This design comes from an exercise in tuning for small area and a short achievable clock period on the open sky130 flow, not from production work. Only simulation tests tie the RTL to the original design; equivalence was not proved. Power and IR drop assume default switching activity.

## flow/design.v

```verilog
package coa_cpu_pkg;
    localparam int CON_W      = 32;
    localparam int MEM_WR_BIT = 2;
    localparam int MEM_RD_BIT = 3;
    localparam int ADDR_W = 8;
    localparam int DATA_W = 16;
    localparam int DEPTH  = 1 << ADDR_W;
    localparam int CNT_W = 4;
    typedef enum logic [1:0] {
        IDLE = 2'd0,
        WAIT = 2'd1
    } mem_state_e;
endpackage
import coa_cpu_pkg::*;
module mem_array_256x16
(
    input  logic              CLK,
    input  logic              RST,
    input  logic              we_i,
    input  logic              re_i,
    input  logic [ADDR_W-1:0] addr_i,
    input  logic [DATA_W-1:0] wdata_i,
    output logic [DATA_W-1:0] rdata_o,
    output logic              perr_o
);
    localparam int WORD_W = DATA_W;
    logic [WORD_W-1:0] mem_q [DEPTH];
    logic [WORD_W-1:0] rd_q;
    logic [WORD_W-1:0] word_in;
    assign word_in = wdata_i;
    assign perr_o  = 1'b0;
    assign rdata_o = rd_q[DATA_W-1:0];
    always_ff @(posedge CLK) begin
        if (we_i) begin
            mem_q[addr_i] <= word_in;
        end
    end
    always_ff @(posedge CLK or posedge RST) begin
        if (RST) begin
            rd_q <= '0;
        end else if (re_i) begin
            rd_q <= mem_q[addr_i];
        end
    end
endmodule
import coa_cpu_pkg::*;
module mem_responder
#(
    parameter int unsigned LAT = 1
)
(
    input  logic              CLK,
    input  logic              RST,
    input  logic [CON_W-1:0]  CON,
    input  logic [ADDR_W-1:0] MAR_IN,
    input  logic [DATA_W-1:0] MBR_IN,
    output logic [DATA_W-1:0] MEM_OUT,
    output logic              BUSY,
    output logic              ACK,
    output logic              PERR
);
    localparam logic [CNT_W-1:0] LAT_CNT = LAT[CNT_W-1:0];
    coa_cpu_pkg::mem_state_e state_q;
    logic [CNT_W-1:0]  cnt_q;
    logic [ADDR_W-1:0] addr_q;
    logic [DATA_W-1:0] data_q;
    logic              op_wr_q;
    logic              busy_q;
    logic              ack_q;
    logic              wr_stb;
    logic              rd_stb;
    logic              done;
    logic [DATA_W-1:0] mem_rdata;
    logic              mem_perr;
    logic              unused_con;
    assign wr_stb     = CON[MEM_WR_BIT];
    assign rd_stb     = CON[MEM_RD_BIT];
    assign unused_con = ^{CON[CON_W-1:MEM_RD_BIT+1], CON[MEM_WR_BIT-1:0]};
    assign done       = (state_q == WAIT) && (cnt_q == '0);
    always_ff @(posedge CLK or posedge RST) begin
        if (RST) begin
            state_q <= IDLE;
            cnt_q   <= '0;
            addr_q  <= '0;
            data_q  <= '0;
            op_wr_q <= 1'b0;
            busy_q  <= 1'b0;
            ack_q   <= 1'b0;
        end else begin
            ack_q <= 1'b0;
            case (state_q)
                IDLE: begin
                    if (wr_stb || rd_stb) begin
                        addr_q  <= MAR_IN;
                        data_q  <= MBR_IN;
                        op_wr_q <= wr_stb;
                        cnt_q   <= LAT_CNT;
                        busy_q  <= 1'b1;
                        state_q <= WAIT;
                    end
                end
                WAIT: begin
                    if (cnt_q != '0) begin
                        cnt_q <= cnt_q - 1'b1;
                    end else begin
                        ack_q   <= 1'b1;
                        busy_q  <= 1'b0;
                        state_q <= IDLE;
                    end
                end
                default: begin
                    state_q <= IDLE;
                    busy_q  <= 1'b0;
                end
            endcase
        end
    end
    mem_array_256x16 u_mem (
        .CLK     (CLK),
        .RST     (RST),
        .we_i    (done && op_wr_q),
        .re_i    (done && !op_wr_q),
        .addr_i  (addr_q),
        .wdata_i (data_q),
        .rdata_o (mem_rdata),
        .perr_o  (mem_perr)
    );
    assign MEM_OUT = mem_rdata;
    assign PERR    = mem_perr;
    assign BUSY    = busy_q;
    assign ACK     = ack_q;
endmodule
```

## flow/run.sh

```bash
#!/bin/bash
# synth_recipe.tcl (not shown) runs the flow's synth.tcl, then flattens the netlist and writes it again
# the make line also repeats each setting of config.mk as NAME=value (left out here)
make -C /OpenROAD-flow-scripts/flow DESIGN_CONFIG=/design/flow/config.mk WORK_HOME=/design/flow/orfs CLKGATE_MAP_FILE= SYNTH_SCRIPT=/design/flow/synth_recipe.tcl finish
```

## flow/config.mk

```make
export PLATFORM = sky130hd
export DESIGN_NAME = mem_responder
export DESIGN_NICKNAME = mem_responder
export VERILOG_FILES = /design/flow/design.v
export SDC_FILE = /design/flow/constraint.sdc
export NUM_CORES = 4
export LEC_CHECK = 0
export CAP_MARGIN = 20
export CORE_MARGIN = 2
export CORE_UTILIZATION = 40
export SLEW_MARGIN = 20
export SYNTH_MEMORY_MAX_BITS = 8192
```

## flow/constraint.sdc

```tcl
create_clock -name core_clock -period 6.0 [get_ports {CLK}]
set_input_delay 1.2000 -clock core_clock [delete_from_list [all_inputs] [get_ports {CLK}]]
set_output_delay 1.2000 -clock core_clock [all_outputs]
set_load 0.01 [all_outputs]
```

==> results_dict.tcl <==
set metrics [dict create \
    run_status "timing/DRC/antenna clean" \
    cts_tree "done" \
    antenna_left 0 \
    fmax_mhz 216 \
    die_w_um 636 \
    dp_hpwl_um 263000 \
    syn_inst 7196 \
    pwr-share-comb_pct 29.7 \
    crit_type "flip-flop to flip-flop" \
    grt_pass1_wl_um 611000 \
    die_area_um2 404000 \
    cp.arrival_ns 5.54 \
    ys_ff_latch 4143 \
    p_int_mw 60.8 \
    cts.sinks 4143 \
    cts_inserted_buffers 421 \
    drc 0 \
    finalSetupViolCount 0 \
    core_um2 399000 \
    critPathMaxFanout 36 \
    tightestPinTransition_ns 1.23 \
    fin_crit_sh_pct 77.1 \
    nNetsFinal 7766 \
    synth-main-ff-cell "edfxtp_1" \
    min_period_ns 4.63 \
    rr_worst_depth 10 \
    final_cell_mix "4096 x edfxtp_1, 997 x mux4_2, 426 x clkbuf_16, 417 x buf_4, 314 x mux2i_1" \
    syn_area_um2 160000 \
    end_kind "flip-flop" \
    finalPower_mw 91.4 \
    synth-edff-count 4096 \
    pin_count 77 \
    cts_setup_buffers 0 \
    numPortBuffers 45 \
    fin_setup_tns_ns 0 \
    clk_pin_slew_ns 0.06 \
    syn_nets 7255 \
    fill_cells 32800 \
    clk_latency_ns 1.01 \
    syn_area_per_cell_um2 22.2 \
    seq_area_frac_synth_pct 77.7 \
    gr-usage-all-layers_pct 21.3 \
    critPathRequiredTime_ns 6.91 \
    final_cells 13300 \
    dp_slack_ns 1.45 \
    p_clk_share_pct 28.4 \
    htreeDepth 5 \
    relSlewSlack_pct 17.0 \
    switching_share_pct 33.4 \
    pwr-share-seq_pct 41.9 \
    cts.path.max_buffers 4 \
    dp_cells 12500 \
    hp-class "flip-flop to flip-flop" \
    grt_pass1_vias 77800 \
    drtIter0Drc 10600 \
    layout_commonest_cell "edfxtp_1" \
    worstHoldPathCells 1 \
    clockRootBuffer "clkbuf_16" \
    start_util_pct 40.1 \
    power_density_nw_per_um2 500 \
    grt_antenna_before_repair 26 \
    top_usage_layer "met2" \
    routed_wl_um 439000 \
    leakage_nw 57.2 \
    vias 78400 \
    hold_buffers 0 \
    area_growth_pct 14.3 \
    place_congestion 0.868 \
    power.switching_mw 30.5 \
    ys_types 69 \
    drv_slew 0 \
    grt_use_met2_pct 33.3 \
    cts_resized 0 \
    yosys_warnings 2 \
    fin_area_um2 183000 \
    finClkSkew_ns 0.0339 \
    cap_viol_max_count 0 \
    drt-pass1-iter-count 7 \
    placementRows 232 \
    grt_max_degree 209 \
    fin_ws_ns 1.37 \
    placed_cell_area_um2 169000 \
    overflow 0 \
    rsz0062_at_grt "false" \
    via_per_inst 5.88 \
    start_kind "flip-flop" \
    hold_viol 0 \
    wl_per_cell_um 32.9 \
    ir_worst_vdd_uv 508 \
    ys_async_sr_fraction_pct 1.13 \
    grtUsageMet1_pct 29.3 \
    drive_gt1_share_pct 28.0 \
    die_h_um 636 \
    use_met3_pct 4.57 \
]
-- state kept, by name, indices dropped and copies added (netlist names) --
register	cells
u_mem.mem_q	4096
data_q	16
u_mem.rd_q	16
addr_q	8
cnt_q	4
ack_q	1
op_wr_q	1
state_q	1
-- kinds of logic (layout without fill, tap and decap cells) --
family / after synthesis / count (layout) / synth area share, %
compound gates: 483 / 483 / 2.17
xor+xnor: 1 / 1 / 0.00548
fa+ha+maj: 1 / 1 / 0.00783
buf+inv: 432 / 1298 / 1.59
flops: 4143 / 4143 / 77.7
mux: 1368 / 1368 / 16.4
other cells: 1 / 12 / 0.00235
simple gates: 767 / 767 / 2.06
-- per-layer routing --
layer	up-vias	part of all wire (%)
met5	-	0.0078
met4	6	4.4
met3	704	9.6
met2	3879	47
met1	42400	39
li1	31400	-
-- critical path: stages, from the launching register on --
cell	delay (ns)
dfrtp_4	1.03
buf_12	0.26
buf_4	0.46
buf_4	0.40
mux4_2	0.25
mux2i_1	0.07
a22oi_1	0.51
a21oi_1	0.21
a211oi_1	0.54
nand3b_1	0.42
a31oi_1	0.30
-- stage by stage --
step | hold WS, ns | utilization (%)
after floorplan | 0.479 | -
after global placement | 0.512 | 42.3
after detailed placement | 0.535 | 42.3
after CTS | 0.549 | 45.8
after global routing | 0.587 | 45.8
final | 0.554 | 45.8
-- worst paths after layout --
check / start / slack, ns / endpoint
worst max-delay path: addr_q[1] / 1.37 / u_mem.rd_q[2]
worst min-delay path: cnt_q[0] / 0.55 / cnt_q[0]
worst max register to register: addr_q[1] / 1.37 / u_mem.rd_q[2]
worst min register to register: cnt_q[0] / 0.55 / cnt_q[0]
max in group asynchronous: RST / 4.44 / addr_q[3]
min in group asynchronous: RST / 0.78 / data_q[4]
-- power groups by stage --
| stage | Sequential (mW) | Combinational, mW | Clock (mW) |
|---|---|---|---|
| 2_1_floorplan | 40.1 | 14.8 | 0 |
| 3_3_place_gp | 38.9 | 26.4 | 0 |
| 3_5_place_dp | 39.0 | 26.8 | 0 |
| 4_1_cts | 38.4 | 26.9 | 26.4 |
| 5_1_grt | 38.3 | 28.2 | 27.5 |
| 6_report | 38.2 | 27.1 | 26.0 |
-- cell usage after synthesis (39+ instances only) --
master	instances	area [um2]
nand2_1	301	1130
buf_2	127	636
dfrtp_1	47	1180
mux4_2	997	22500
buf_4	112	841
nand3_1	54	270
edfxtp_1	4096	123000
mux2i_1	314	3140
buf_6	39	439
clkbuf_1	117	439
nor2_1	308	1160
a21oi_1	73	365
o21ai_0	66	330
mux2_2	57	642
a22oi_1	86	646
a32oi_1	92	806
-- final cells by class --
cell class | count | area [um2] | area share, %
sequential | 4143 | 124000 | 68.1
multi-input combinational | 2621 | 33400 | 18.3
clock buffer | 530 | 11200 | 6.11
tap | 5265 | 6590 | 3.61
timing repair buffer | 513 | 4610 | 2.53
clock inverter | 248 | 2490 | 1.37
inverter | 7 | 40.0 | 0.0219
antenna | 11 | 27.5 | 0.0151

-- re-timing with driven ports --
The results above use ideal ports. As a check the final layout listed here was re-extracted and re-timed, cells and wires unchanged.
Step 1 assumes that a clkbuf_16 drives the clock port and a buf_2 every other input.
Step 2, shift: input delay + t, output delay - t, t = (earliest + latest rising clock arrival at the registers) / 2. This alone moves slack from input paths to output paths.
Three values: ideal, step 1, step 2; two values: the first two.
t (ns): 1.083
setup slack, ns: 1.372 / 1.372 / 1.372
hold slack, ns: 0.554 / 0.554 / 0.554
After both steps this run still meets setup and hold. For this run, drivers alone change the setup slack by 0.000 ns; drivers and shift together by 0.000 ns.
